From an optimization exercise on the open Yosys and OpenROAD flow, aimed at small area, a short achievable clock period and few clock cycles; shortcuts taken in it are not production practice. RTL that was checked went through simulation tests only; none was proved equivalent to the original. No driver is modelled on the clock port, so clocking that relies on it looks cheaper here than on a real chip. No activity file was given, so power comes from the tool's default toggle rates.

==> flow/design.v (excerpt) <==
module mem_unit (
  input  logic                   clk_in,
  input  logic                   rst_in,
  input  logic                   rdy_in,
  input  logic                   fetch_en,
  input  mem_pkg::addr_t         fetch_addr,
  output logic                   fetch_done,
  output mem_pkg::word_t         fetch_data,
  input  logic                   load_en,
  input  mem_pkg::addr_t         load_addr,
  input  mem_pkg::size_t         load_size,
  output logic                   load_done,
  output mem_pkg::word_t         load_data,
  input  logic                   store_en,
  input  mem_pkg::addr_t         store_addr,
  input  mem_pkg::size_t         store_size,
  input  mem_pkg::word_t         store_data,
  output logic                   store_done,
  input  logic                   flush_in,
  input  logic                   io_buffer_full,
  input  mem_pkg::byte_t         mem_din,
  output mem_pkg::byte_t         mem_dout,
  output mem_pkg::addr_t         mem_a,
  output logic                   mem_wr
);
Settings: LEC_CHECK=0, CAP_MARGIN=20, CORE_MARGIN=2, CORE_UTILIZATION=40, SETUP_SLACK_MARGIN=2.4, SLEW_MARGIN=20; clock period 5.0 ns.
standard.sh (not shown) runs the stock make flow with config.mk's settings and CLKGATE_MAP_FILE= SYNTH_SCRIPT=/design/flow/synth_recipe.tcl, a recipe that flattens the netlist after the stock synthesis.
==> flow/flow/run.sh <==
#!/bin/bash
# Standard layout, with the port buffers made of plain buf_1 cells
# (the default pick is the slower and larger clkdlybuf4s50_1); the
# resizer still sizes them up where timing or slew needs it.
set -euo pipefail
export BUFFER_PORTS_ARGS="-buffer_cell sky130_fd_sc_hd__buf_1"
bash standard.sh > flow_make.log 2>&1
==> next run, changes <==
- SETUP_SLACK_MARGIN: 2.4 -> 2.6
- TNS_END_PERCENT: default -> 5
What happened:
- The new run went through all stages and came out clean
- routed wire length decreases by 1.9%
- worst hold slack degrades by 0.0079 ns
- fmax goes down by 0.67%
- final area shrinks by 2.1%
- cell count fell by 0.91%
- global-route usage falls by 0.11 points
- synthesized area stays the same
- clock skew went down by 0.0030 ns
- worst setup slack got worse by 0.018 ns
- synthesized cell count is unchanged
No functional check of the RTL was part of any run of this note.

---

== JK ==
mem_unit, a different RTL version from the one above (not shown whole).
For scale: ~710 cells after synthesis, ~130 flip-flops, ~260 I/O pins.
export LEC_CHECK = 0
export CAP_MARGIN = 20
export CORE_MARGIN = 2
export CORE_UTILIZATION = 40
export CTS_BUF_LIST = sky130_fd_sc_hd__clkbuf_4 sky130_fd_sc_hd__clkbuf_8
export CTS_CLUSTER_DIAMETER = 150
export CTS_CLUSTER_SIZE = 40
export SETUP_SLACK_MARGIN = 2.6
export SLEW_MARGIN = 20
export TNS_END_PERCENT = 5
create_clock -name core_clock -period 5.0 [get_ports {clk_in}]
Scripts as last shown in full above: flow/flow/run.sh
JK went all the way through synthesis, placement and routing and the layout is clean on timing, DRC and antenna.
Testbench counts of JK, summed over its fixed seeds: cycles 65,049.
Modified inputs, MS compared to JK
Settings: TNS_END_PERCENT: 5 -> unset; SETUP_SLACK_MARGIN: 2.6 -> 2.4.
Findings:
Worst setup path startpoint = own$_SDFF_PP0_: MS; worst setup path startpoint = load_en: JK. No stage failed in MS, and the final checks on the layout all came back clean. [MS] arrival time reported for the critical path endpoint fell 1.26 ns relative to JK. Diff JK..MS | global routing usage summed across all routing layers | negligible. On post-synthesis to final-layout area growth: MS sits below JK. On non-clock buffer count, the lower figure sits with MS, not JK. The final reports for MS and JK show cell area after layout lower in the former.
Modified inputs, AL compared to MS
Settings: SETUP_SLACK_MARGIN changed from 2.4 to 2.5; CTS_CLUSTER_DIAMETER removed (was 150); CTS_BUF_LIST removed (was sky130_fd_sc_hd__clkbuf_4 sky130_fd_sc_hd__clkbuf_8); CTS_CLUSTER_SIZE removed (was 40).
Findings:
- Of MS and AL, the higher sequential share of layout area belongs to MS.
- Count of clock-buffer cells in the layout: lower on AL
- Looking at count of filler cells inserted in the layout, AL sits below MS.
- Taking MS over AL, the power after layout ratio works out to 0.898.
Relative to AL, the following input files were edited for TR:
Settings: a change of CORE_UTILIZATION from 40 to 30; an added CTS_BUF_LIST of sky130_fd_sc_hd__clkbuf_4 sky130_fd_sc_hd__clkbuf_8; an added CTS_CLUSTER_SIZE of 40; an added CTS_CLUSTER_DIAMETER of 150.
==> comparison <==
Diff AL -> TR | routed wire length | up by more than 10%
TR vs AL: share of total power in the clock network down in TR
Compared with AL, TR shows a lower internal power.
TR completed every stage of the flow, and the final layout passed the timing, DRC and antenna checks.
Delta (TR minus AL): routed via count divided by cell count lost 2.9%; setup slack went down 0.017 ns; worst setup skew after layout saw an increase.
Input-level comparison between PW and TR:
Settings: CORE_UTILIZATION changed from 30 to 40; GPL_TIMING_DRIVEN newly set to 0.
--- outcome ---
- In the reports for TR and PW, the larger area of the die belongs to TR.
- On cell area after layout: between TR and PW, it ends up higher for PW.
- Between TR and PW, the flow reports total power density per cell area decreasing by a few percent.
- Cmp TR and PW / non-clock buffer share of cell area / higher: PW
- Diff TR -> PW: part of the power in combinational logic grew by 2.8 points; critical path depth grew by 2; worst setup slack shrank by 0.11 ns; critical path buffer and inverter count grew by 2.
- TR → PW: number of cells in the finished layout apart from fillers now larger, data arrival time of the critical path now larger.
- As of PW, area of placed instances had risen by a few percent compared to TR.

---

== the reference run ==
mem_unit, a different RTL version from the one above (not shown whole).
For scale: roughly 710 cells after synthesis, roughly 260 I/O pins, ~6200 sq um of cells after synthesis.
Settings: LEC_CHECK=0, CAP_MARGIN=20, CORE_MARGIN=2, CORE_UTILIZATION=70, SETUP_SLACK_MARGIN=2.5, SLEW_MARGIN=20; clock period 5.0 ns.
==> flow/flow/run.sh <==
#!/bin/bash
# Standard layout, except:
# - the port buffers are plain buf_1 cells (the default pick is the slower
#   and larger clkdlybuf4s50_1); the resizer still sizes them up where
#   timing or slew needs it;
# - the clock tree is built by flow/clock_tree.tcl just before the CTS step
#   (one root buffer, one leaf buffer per cluster of flip-flops), and the
#   CTS step is then left with nothing to do. Its usual tree for this small
#   design is 17 leaf buffers of about 8 flip-flops each.
set -euo pipefail
export BUFFER_PORTS_ARGS="-buffer_cell sky130_fd_sc_hd__buf_1"
export PRE_CTS_TCL="$PWD/flow/clock_tree.tcl"
export CTS_ARGS="-clk_nets clk_in"
bash standard.sh > flow_make.log 2>&1
==> flow/flow/clock_tree.tcl <==
# A small balanced clock tree made by hand: the clock port drives one root
# buffer, which drives one leaf buffer per cluster of flip-flops (clusters
# by k-means on the flip-flops' places); every flip-flop is two buffers from
# the port.
proc my_manual_clock_tree {nleaf rootcell leafcell} {
  set db [ord::get_db]
  set block [ord::get_db_block]
  set clknet [$block findNet clk_in]
  set pts {}
  foreach it [$clknet getITerms] {
    set box [[$it getInst] getBBox]
    lappend pts [list [expr {([$box xMin] + [$box xMax]) / 2}] [expr {([$box yMin] + [$box yMax]) / 2}] $it]
  }
  # start the centres on a spread of the flip-flops sorted by x then y
  set sorted [lsort -integer -index 0 $pts]
  set n [llength $sorted]
  set cs {}
  for {set g 0} {$g < $nleaf} {incr g} {
    set p [lindex $sorted [expr {($g * $n + $n / 2) / $nleaf}]]
    lappend cs [list [lindex $p 0] [lindex $p 1]]
  }
  for {set iter 0} {$iter < 30} {incr iter} {
    set sum {}
    for {set g 0} {$g < $nleaf} {incr g} { lappend sum [list 0 0 0] }
    set asg {}
    foreach p $pts {
      lassign $p x y
      set best 0; set bd -1
      for {set g 0} {$g < $nleaf} {incr g} {
        lassign [lindex $cs $g] cx cy
        set d [expr {abs($x - $cx) + abs($y - $cy)}]
        if {$bd < 0 || $d < $bd} { set bd $d; set best $g }
      }
      lappend asg $best
      lassign [lindex $sum $best] sx sy sn
      lset sum $best [list [expr {$sx + $x}] [expr {$sy + $y}] [expr {$sn + 1}]]
    }
    set ncs {}
    for {set g 0} {$g < $nleaf} {incr g} {
      lassign [lindex $sum $g] sx sy sn
      if {$sn > 0} { lappend ncs [list [expr {$sx / $sn}] [expr {$sy / $sn}]] } else { lappend ncs [lindex $cs $g] }
    }
    set cs $ncs
  }
  set mroot [$db findMaster $rootcell]
  set mleaf [$db findMaster $leafcell]
  set root [odb::dbInst_create $block $mroot clktree_root]
  set rnet [odb::dbNet_create $block clktree_root_net]
  $rnet setSigType CLOCK
  [$root findITerm A] connect $clknet
  [$root findITerm X] connect $rnet
  set leaves {}
  set lnets {}
  for {set g 0} {$g < $nleaf} {incr g} {
    set leaf [odb::dbInst_create $block $mleaf clktree_leaf_$g]
    set lnet [odb::dbNet_create $block clktree_leaf_net_$g]
    $lnet setSigType CLOCK
    [$leaf findITerm A] connect $rnet
    [$leaf findITerm X] connect $lnet
    lassign [lindex $cs $g] cx cy
    $leaf setLocation $cx $cy
    $leaf setPlacementStatus PLACED
    lappend lnets $lnet
  }
  foreach p $pts g $asg {
    set it [lindex $p 2]
    $it disconnect
    $it connect [lindex $lnets $g]
  }
  set sx 0; set sy 0
  foreach c $cs { incr sx [lindex $c 0]; incr sy [lindex $c 1] }
  $root setLocation [expr {$sx / $nleaf}] [expr {$sy / $nleaf}]
  $root setPlacementStatus PLACED
}

my_manual_clock_tree 5 sky130_fd_sc_hd__clkbuf_8 sky130_fd_sc_hd__clkbuf_16
set_propagated_clock [all_clocks]
Per the final summary, the reference run finished and its layout is clean on timing, DRC and antenna.
Testbench counts of the reference run, summed over its fixed seeds: cycles 68,456.
Input changes introduced in the trial run (baseline for comparison: the reference run):
diff --git a/flow/flow/clock_tree.tcl b/flow/flow/clock_tree.tcl
--- a/flow/flow/clock_tree.tcl
+++ b/flow/flow/clock_tree.tcl
@@ -63,8 +63,41 @@
     lappend lnets $lnet
   }
+  # final assignment with balanced clusters: nearest centre first, each
+  # centre taking at most ceil(n / nleaf) flip-flops
+  set cap [expr {($n + $nleaf - 1) / $nleaf}]
+  set pairs {}
+  set i 0
+  foreach p $pts {
+    lassign $p x y
+    for {set g 0} {$g < $nleaf} {incr g} {
+      lassign [lindex $cs $g] cx cy
+      lappend pairs [list [expr {abs($x - $cx) + abs($y - $cy)}] $i $g]
+    }
+    incr i
+  }
+  set pairs [lsort -integer -index 0 $pairs]
+  set asg [lrepeat $n -1]
+  set cnt [lrepeat $nleaf 0]
+  foreach pr $pairs {
+    lassign $pr d i g
+    if {[lindex $asg $i] >= 0 || [lindex $cnt $g] >= $cap} { continue }
+    lset asg $i $g
+    lset cnt $g [expr {[lindex $cnt $g] + 1}]
+  }
+  # leaf buffers at the centres of their flip-flops
+  set sum {}
+  for {set g 0} {$g < $nleaf} {incr g} { lappend sum [list 0 0 0] }
   foreach p $pts g $asg {
-    set it [lindex $p 2]
+    lassign $p x y it
     $it disconnect
     $it connect [lindex $lnets $g]
+    lassign [lindex $sum $g] sx sy sn
+    lset sum $g [list [expr {$sx + $x}] [expr {$sy + $y}] [expr {$sn + 1}]]
+  }
+  for {set g 0} {$g < $nleaf} {incr g} {
+    lassign [lindex $sum $g] sx sy sn
+    set cx [expr {$sx / $sn}]; set cy [expr {$sy / $sn}]
+    lset cs $g [list $cx $cy]
+    [$block findInst clktree_leaf_$g] setLocation $cx $cy
   }
   set sx 0; set sy 0
@@ -74,4 +107,4 @@
 }
 
-my_manual_clock_tree 5 sky130_fd_sc_hd__clkbuf_8 sky130_fd_sc_hd__clkbuf_16
+my_manual_clock_tree 6 sky130_fd_sc_hd__clkbuf_8 sky130_fd_sc_hd__clkbuf_16
 set_propagated_clock [all_clocks]
diff --git a/flow/config.mk b/flow/config.mk
--- a/flow/config.mk
+++ b/flow/config.mk
@@ -8,5 +8,5 @@
 export CAP_MARGIN = 20
 export CORE_MARGIN = 2
-export CORE_UTILIZATION = 70
+export CORE_UTILIZATION = 40
 export SETUP_SLACK_MARGIN = 2.5
 export SLEW_MARGIN = 20
Relative to the reference run, the static power due to leakage measured on the trial run has increased slightly. Against the reference run, the trial run reports a final instance count without filler cells that is higher. Critical path class: register to output pin -> the trial run, input pin to output pin -> the reference run. Via density per instance ends up higher on the reference run. In the metrics for the trial run and the reference run, the one carrying the higher sum of internal, switching and leakage power is the trial run. Taking the reference run as the reference, in the trial run fraction of power consumed by combinational cells moved down; xor and xnor area share after synthesis level; minimum clock period moved up.

==> what the ideal ports hide <==
No port has a modelled driver above. Below, the same layouts with a new extraction and two added sets of constraints. Step 1 (the two cells are an assumption about what drives the block):
set clk [get_ports {clk_in}]
set_driving_cell -lib_cell sky130_fd_sc_hd__clkbuf_16 $clk
set_driving_cell -lib_cell sky130_fd_sc_hd__buf_2 [delete_from_list [all_inputs] $clk]
Step 2 also shifts input and output timing later by t, the mid clock arrival at the registers, as if the neighbouring blocks saw the same clock. a / b / c = ideal / step 1 / step 2; a / b = the first two.
run	t (ns)	setup slack, ns	worst hold slack (ns)	worst slew at a driven data input, ns
the first run of note 1	0.458	2.358 / 2.316 / 1.963	0.478 / 0.478 / 0.478	0.06
the second run of note 1	0.455	2.341 / 2.297 / 1.962	0.470 / 0.470 / 0.470	0.06
JK	0.472	2.555 / 2.502 / 2.105	0.461 / 0.461 / 0.461	0.06
MS	0.467	2.462 / 2.425 / 2.109	0.478 / 0.478 / 0.478	0.05
AL	0.453	2.542 / 2.518 / 2.150	0.457 / 0.457 / 0.457	0.05
TR	0.473	2.525 / 2.392 / 2.192	0.472 / 0.472 / 0.472	0.16
PW	0.472	2.420 / 2.376 / 2.194	0.469 / 0.469 / 0.469	0.06
the reference run	0.406	2.512 / 2.490 / 2.214	0.477 / 0.477 / 0.477	0.05
the trial run	0.429	2.491 / 2.452 / 2.223	0.472 / 0.472 / 0.472	0.05
After both steps setup and hold are still met in every run listed. For JK, which loses most, drivers alone change the setup slack by -0.053 ns; drivers and shift together by -0.450 ns.
